Source: an optimization exercise on an open RTL-to-GDS flow (aim: small area and a short achievable clock period). Production flows keep margins and buffers that such runs may drop. Function was checked by simulation only, so behaviour that the tests miss may differ from the original. No activity file was given, so power comes from the tool's default toggle rates.

===== run.sh =====
#!/bin/bash
# synth_recipe.tcl (not shown) runs the flow's synth.tcl, then flattens the netlist and writes it again
# the make line also repeats each setting of config.mk as NAME=value (left out here)
make -C /OpenROAD-flow-scripts/flow DESIGN_CONFIG=/design/flow/config.mk WORK_HOME=/design/flow/orfs CLKGATE_MAP_FILE= SYNTH_SCRIPT=/design/flow/synth_recipe.tcl finish

===== config.mk =====
export PLATFORM = sky130hd
export DESIGN_NAME = double_ended_queue
export DESIGN_NICKNAME = double_ended_queue
export VERILOG_FILES = /design/flow/design.v
export SDC_FILE = /design/flow/constraint.sdc
export NUM_CORES = 4
export LEC_CHECK = 0
export CAP_MARGIN = 20
export CORE_MARGIN = 2
export CORE_UTILIZATION = 30
export SLEW_MARGIN = 20

===== constraint.sdc =====
create_clock -name core_clock -period 4.5 [get_ports {clk}]
set_input_delay 0.9000 -clock core_clock [delete_from_list [all_inputs] [get_ports {clk}]]
set_output_delay 0.9000 -clock core_clock [all_outputs]
set_load 0.01 [all_outputs]

===== design.v =====
package dq_pkg;
  localparam int FUNC_W = 3;
  localparam logic [FUNC_W-1:0] FUNC_PUSH_FRONT = 3'd0;
  localparam logic [FUNC_W-1:0] FUNC_PUSH_BACK  = 3'd1;
  localparam logic [FUNC_W-1:0] FUNC_POP_FRONT  = 3'd2;
  localparam logic [FUNC_W-1:0] FUNC_POP_BACK   = 3'd3;
  localparam logic [FUNC_W-1:0] FUNC_PEEK_FRONT = 3'd4;
  localparam logic [FUNC_W-1:0] FUNC_PEEK_BACK  = 3'd5;
  localparam logic [FUNC_W-1:0] FUNC_CLEAR      = 3'd6;
  typedef struct packed {
    logic push_front;
    logic push_back;
    logic pop_front;
    logic pop_back;
    logic clear;
  } dq_ctl_t;
endpackage
module dq_cell #(
  parameter int DATA_WIDTH = 32
) (
  input  logic                  clk,
  input  logic                  rst,
  input  dq_pkg::dq_ctl_t       ctl,
  input  logic [DATA_WIDTH-1:0] push_word,
  input  logic [DATA_WIDTH-1:0] left_data,
  input  logic                  left_valid,
  input  logic [DATA_WIDTH-1:0] right_data,
  input  logic                  right_valid,
  output logic [DATA_WIDTH-1:0] data,
  output logic                  valid,
  output logic [DATA_WIDTH-1:0] back_word
);
  logic is_back;
  assign is_back   = valid && !right_valid;
  assign back_word = is_back ? data : '0;
  always_ff @(posedge clk) begin
    if (ctl.push_front) begin
      data <= left_data;
    end else if (ctl.pop_front) begin
      data <= right_data;
    end else if (ctl.push_back && left_valid && !valid) begin
      data <= push_word;
    end
  end
  always_ff @(posedge clk) begin
    if (rst) begin
      valid <= 1'b0;
    end else if (ctl.clear) begin
      valid <= 1'b0;
    end else if (ctl.push_front) begin
      valid <= left_valid;
    end else if (ctl.pop_front) begin
      valid <= right_valid;
    end else if (ctl.push_back && left_valid) begin
      valid <= 1'b1;
    end else if (ctl.pop_back && is_back) begin
      valid <= 1'b0;
    end
  end
endmodule
module double_ended_queue #(
  parameter int DEPTH      = 16,
  parameter int DATA_WIDTH = 32
) (
  input  logic clk,
  input  logic rst,
  input  logic s_tvalid,
  output logic s_tready,
  input  logic [((DATA_WIDTH+7)/8)*8-1:0] s_tdata,
  input  logic [dq_pkg::FUNC_W-1:0] s_tuser,
  output logic m_tvalid,
  input  logic m_tready,
  output logic [((DATA_WIDTH+3+$clog2(DEPTH+1)+7)/8)*8-1:0] m_tdata
);
  localparam int CNT_W     = $clog2(DEPTH + 1);
  localparam int RES_W     = DATA_WIDTH + 3 + CNT_W;
  localparam int M_TDATA_W = ((RES_W + 7) / 8) * 8;
  logic [DATA_WIDTH-1:0] data_in;
  logic [dq_pkg::FUNC_W-1:0]     func;
  logic                  accept;
  logic [CNT_W-1:0] count;
  logic [CNT_W-1:0] count_next;
  logic             empty;
  logic             full;
  dq_pkg::dq_ctl_t               ctl;
  logic                  ok_next;
  logic [DATA_WIDTH-1:0] peek_next;
  logic [DATA_WIDTH-1:0] cell_data  [DEPTH];
  logic [DATA_WIDTH-1:0] cell_back  [DEPTH];
  logic [DEPTH-1:0]      cell_valid;
  logic [DATA_WIDTH-1:0] back_word;
  logic [RES_W-1:0] result;
  assign data_in  = s_tdata[DATA_WIDTH-1:0];
  assign func     = s_tuser;
  assign s_tready = !m_tvalid || m_tready;
  assign accept   = s_tvalid && s_tready;
  assign empty = (count == '0);
  assign full  = (count == CNT_W'(DEPTH));
  always_comb begin
    back_word = '0;
    for (int i = 0; i < DEPTH; i++) begin
      back_word = back_word | cell_back[i];
    end
  end
  always_comb begin
    ctl        = '0;
    ok_next    = 1'b0;
    peek_next  = '0;
    count_next = count;
    case (func)
      dq_pkg::FUNC_PUSH_FRONT: begin
        if (!full) begin
          ctl.push_front = accept;
          ok_next        = 1'b1;
          count_next     = count + 1'b1;
        end
      end
      dq_pkg::FUNC_PUSH_BACK: begin
        if (!full) begin
          ctl.push_back = accept;
          ok_next       = 1'b1;
          count_next    = count + 1'b1;
        end
      end
      dq_pkg::FUNC_POP_FRONT: begin
        if (!empty) begin
          ctl.pop_front = accept;
          ok_next       = 1'b1;
          count_next    = count - 1'b1;
        end
      end
      dq_pkg::FUNC_POP_BACK: begin
        if (!empty) begin
          ctl.pop_back = accept;
          ok_next      = 1'b1;
          count_next   = count - 1'b1;
        end
      end
      dq_pkg::FUNC_PEEK_FRONT: begin
        if (!empty) begin
          ok_next   = 1'b1;
          peek_next = cell_data[0];
        end
      end
      dq_pkg::FUNC_PEEK_BACK: begin
        if (!empty) begin
          ok_next   = 1'b1;
          peek_next = back_word;
        end
      end
      dq_pkg::FUNC_CLEAR: begin
        ctl.clear  = accept;
        ok_next    = !empty;
        count_next = '0;
      end
      default: begin
        ok_next = 1'b0;
      end
    endcase
  end
  for (genvar i = 0; i < DEPTH; i++) begin : g_cell
    logic [DATA_WIDTH-1:0] left_data;
    logic                  left_valid;
    logic [DATA_WIDTH-1:0] right_data;
    logic                  right_valid;
    if (i == 0) begin : g_first
      assign left_data  = data_in;
      assign left_valid = 1'b1;
    end else begin : g_inner_left
      assign left_data  = cell_data[i-1];
      assign left_valid = cell_valid[i-1];
    end
    if (i == DEPTH - 1) begin : g_last
      assign right_data  = '0;
      assign right_valid = 1'b0;
    end else begin : g_inner_right
      assign right_data  = cell_data[i+1];
      assign right_valid = cell_valid[i+1];
    end
    dq_cell #(
      .DATA_WIDTH(DATA_WIDTH)
    ) u_cell (
      .clk        (clk),
      .rst        (rst),
      .ctl        (ctl),
      .push_word  (data_in),
      .left_data  (left_data),
      .left_valid (left_valid),
      .right_data (right_data),
      .right_valid(right_valid),
      .data       (cell_data[i]),
      .valid      (cell_valid[i]),
      .back_word  (cell_back[i])
    );
  end
  always_ff @(posedge clk) begin
    if (rst) begin
      count    <= '0;
      m_tvalid <= 1'b0;
    end else begin
      if (accept) begin
        count <= count_next;
      end
      if (accept) begin
        m_tvalid <= 1'b1;
      end else if (m_tready) begin
        m_tvalid <= 1'b0;
      end
    end
  end
  always_ff @(posedge clk) begin
    if (accept) begin
      result <= {count_next,
                 (count_next == CNT_W'(DEPTH)),
                 (count_next == '0),
                 peek_next,
                 ok_next};
    end
  end
  assign m_tdata = M_TDATA_W'(result);
endmodule

==> results.sh <==
export IMPL_status="timing/DRC/antenna clean"
export IMPL_slowest_stage="clkdlybuf4s50_1"
export IMPL_die_area_mm2=0.0951
export IMPL_critPathLaunch="s_tuser[1]"
export IMPL_io_buffers=80
export IMPL_synthFlopType="edfxtp_1"
export IMPL_ant_nets=0
export IMPL_final_cell_mix="edfxtp_1 (552), a221o_1 (456), nand2_1 (150)"
export IMPL_std_cell_rows=111
export IMPL_crit_family="simple AND/OR/NAND/NOR gates"
export IMPL_cts_resized=0
export IMPL_fin_hold_ws_ns=0.558
export IMPL_wire_per_inst_um=28.8
export IMPL_hold_class="reg -> reg"
export IMPL_max_stage_delay_ns=0.75
export IMPL_cp_data_required_time_ns=4.87
export IMPL_viasPerCell=6.54
export IMPL_drt_iter0_drc=3454
export IMPL_ff2ff_setup_slack_ns=1.46
export IMPL_dieHeight_um=308
export IMPL_setup_viol=0
export IMPL_antenna_found_initial=2
export IMPL_htreeDepth=2
export IMPL_initial_utilization=0.303
export IMPL_dp_hpwl_mm=52.6
export IMPL_regArea_mm2=0.0170
export IMPL_cp_num_cells=7
export IMPL_crit_chain="clkdlybuf4s50_1 > nand2b_1 > nor3_4 > nand2_4 > buf_4 > and3_1 > a221o_1"
export IMPL_ios=81
export IMPL_ys_ff_latch=574
export IMPL_finalSetupTns_ns=0
export IMPL_cts_root_buf="clkbuf_16"
export IMPL_grt_start_max_net_pins=132
export IMPL_leakage_nw=10.5
export IMPL_fmax_mhz=310
export IMPL_r2r_cells=8
export IMPL_globalplace_congestion=0.833
export IMPL_core_mm2=0.0918
export IMPL_syn_area_mm2=0.0278
export IMPL_hold_buffers=0
export IMPL_skew_ns=0.0354
export IMPL_cp_arrival_ns=3.60
export IMPL_syn_area_per_cell_um2=13.6
export IMPL_worst_setup_path_end_kind="flip-flop"
export IMPL_max_slew_margin_rel=0.261
export IMPL_reg2reg_from="count[1]"
export IMPL_yosysWarnings=4
export IMPL_max_vdd_ir_drop_mv=0.269
export IMPL_r2r_end="g_cell[11].u_cell.data[30]"
export IMPL_synth_compound_area_frac=0.277
export IMPL_cts_tree="done"
export IMPL_syn_to_final_growth_pct=15.1
export IMPL_path_clk_slew_ns=0.06
export IMPL_synth_top_family_by_area="compound AO/OA/AOI/OAI gates"
export IMPL_syn_inst=2042
export IMPL_grt_ovfl_total=0
export IMPL_num_nets_final=2047
export IMPL_netlist_top_cells_area="edfxtp_1 (60%), a221o_1 (16%), a22oi_1 (3.7%), a22o_1 (2.6%), nand2_1 (2.1%)"
export IMPL_crit_buf_inv=2
export IMPL_clk_latency_ns=0.65
export IMPL_grt_first_pass_wirelength_mm=137
export IMPL_fin_crit_sh=0.718
export IMPL_fill_cells=8800
export IMPL_drive_gt1_frac=0.113
export IMPL_async_reset_ff_frac=0
export IMPL_crit_type="in -> reg"
export IMPL_synth_simple_area_share=0.0569
export IMPL_syn_num_nets=2083
export IMPL_period_minus_slack_ns=3.23
export IMPL_die_x_um=308
export IMPL_tightest_slew_ns=1.11
export IMPL_crit_path_end="g_cell[11].u_cell.data[30]"
export IMPL_cts_setup_buffers=0
export IMPL_final_common_cell="edfxtp_1"
export IMPL_synth_enable_flop_cells=552
export IMPL_yosysTopAreaCell="edfxtp_1"
export IMPL_numCtsBuffers=59
export IMPL_drc_errors=0
export IMPL_drv_cap=0
export IMPL_cts_buffer_depth=3
export IMPL_synth_xor_area_frac=0.000630
export IMPL_n_antenna_cell=0
export IMPL_p_per_area_mw_per_mm2=391
export IMPL_synth_adder_area_share=0.000900
export IMPL_rsz0062_at_grt="false"
export IMPL_slew_violations=0
export IMPL_synth_area_mux_share=0
export IMPL_hold_viol_final=0
export IMPL_yosys_area_top_type_share=0.596
export IMPL_cp_start_kind="primary input"
export IMPL_cts_sink_count=574
export IMPL_first_global_vias=20068
export IMPL_synth_cell_types=56
export IMPL_dr_pass1_iters=6
export IMPL_seq_area_frac_synth=0.612
export IMPL_via_count=21561
export IMPL_wl_mm=94.8
export IMPL_critPathMaxFanout=26
export IMPL_grt_use_total=0.191
export IMPL_multi_input_area_mm2=0.00963
export IMPL_final_util=0.348
-- worst reg2reg max path, cell delays in order (launching register included) --
cell,delay [ns]
dfxtp_1,0.37
inv_1,0.10
ha_1,0.27
nor4b_4,0.53
nor3_4,0.11
nand2_4,0.29
buf_4,0.42
and3_1,0.60
a221o_1,0.22
-- synthesized netlist by cell type (2+ instances only) --
master / instances
a221o_1: 456
clkbuf_1: 121
nand3_1: 10
nand2b_1: 5
a22o_1: 81
buf_2: 89
a211oi_1: 11
a21o_1: 33
nor2_1: 27
ha_1: 2
o221ai_1: 2
nand4_1: 49
o21ai_0: 42
a22oi_1: 138
a31oi_1: 7
o22ai_1: 2
dfxtp_1: 22
a21oi_1: 13
buf_6: 37
nor3_1: 12
buf_1: 13
clkbuf_2: 3
edfxtp_1: 552
o211ai_1: 6
nor2b_1: 17
and3_1: 33
nand2_1: 152
buf_4: 6
nor4_1: 3
a221oi_1: 64
nand3b_1: 2
inv_1: 8
-- sequential cells by signal, summed over array words and instances (netlist names) --
signal,count
count,5
g_cell.u_cell.data,512
g_cell.u_cell.valid,16
m_tvalid,1
result,40
-- power by group --
part           internal (mW)  switching [mW]  total [mW]
clock                   3.00            2.21        5.22
sequential              6.05          0.0993        6.15
combinational          0.468           0.662        1.13
total                   9.52            2.97        12.5
-- worst min path at each step --
stage | from | endpoint | slack [ns] | depth (start not counted)
3_3_place_gp | count[1] | count[1] | 0.52 | 2
2_1_floorplan | g_cell[0].u_cell.valid | g_cell[0].u_cell.valid | 0.48 | 2
3_5_place_dp | count[1] | count[1] | 0.53 | 2
6_report | g_cell[0].u_cell.valid | g_cell[0].u_cell.valid | 0.56 | 2
5_1_grt | count[1] | count[1] | 0.57 | 2
4_1_cts | count[1] | count[1] | 0.55 | 2
-- routing by layer --
metal | part of all wire | track usage | up-vias | wire length, um
met2 | 0.45 | 0.292 | 1650 | 42300
met3 | 0.12 | 0.0376 | 245 | 11200
met5 | 0.00014 | 0 | - | 13
met1 | 0.40 | 0.266 | 10905 | 37600
li1 | - | - | 8759 | -
met4 | 0.039 | 0.0744 | 2 | 3650
-- metrics by stage --
step                      total power [mW]  setup WS, ns  area, um2  cells
after floorplan                       6.99        -0.342      27800   2042
after global routing                  12.8          1.14      32000   3298
after detailed placement              7.37         0.686      30000   3188
after CTS                             12.5          1.35      32000   3298
final                                 12.5          1.27      32000   3298
after global placement                7.33         0.708      29900   3186
-- area by class of cell --
type,count,share of cell area
Clock inverter,45,0.0153
Tap cell,1243,0.0486
Multi-Input combinational cell,1191,0.301
Sequential cell,574,0.532
Clock buffer,65,0.0475
Inverter,8,0.000978
Timing Repair Buffer,172,0.0541
-- logic make-up (layout without fill, tap and decap cells) --
kind of cell / count (synthesis) / in the layout
flops: 574 / 574
simple gates: 320 / 320
buf+inv: 277 / 290
compound gates: 867 / 867
fa+ha+maj: 2 / 2
xor+xnor: 2 / 2

what the ideal ports hide:
In the flow no input, the clock included, has a driving cell. The finished layout below was timed again as built, in two steps.
Step 1: set_driving_cell puts a clkbuf_16 on clk and a buf_2 on each other input, an assumption about the parent block.
Step 2 also shifts input and output timing later by t, the mid clock arrival at the registers, as if the neighbouring blocks saw the same clock.
Three values: ideal, step 1, step 2; two values: the first two.
t, ns: 0.691
setup slack, ns: 1.270 / 1.300 / 0.610
worst setup path after step 2: input to register
slew at the worst register clock pin (ns): 0.07 / 0.07
After both steps this run still meets setup and hold. The setup slack of this run moves by +0.030 ns with the drivers and by -0.660 ns with both steps.
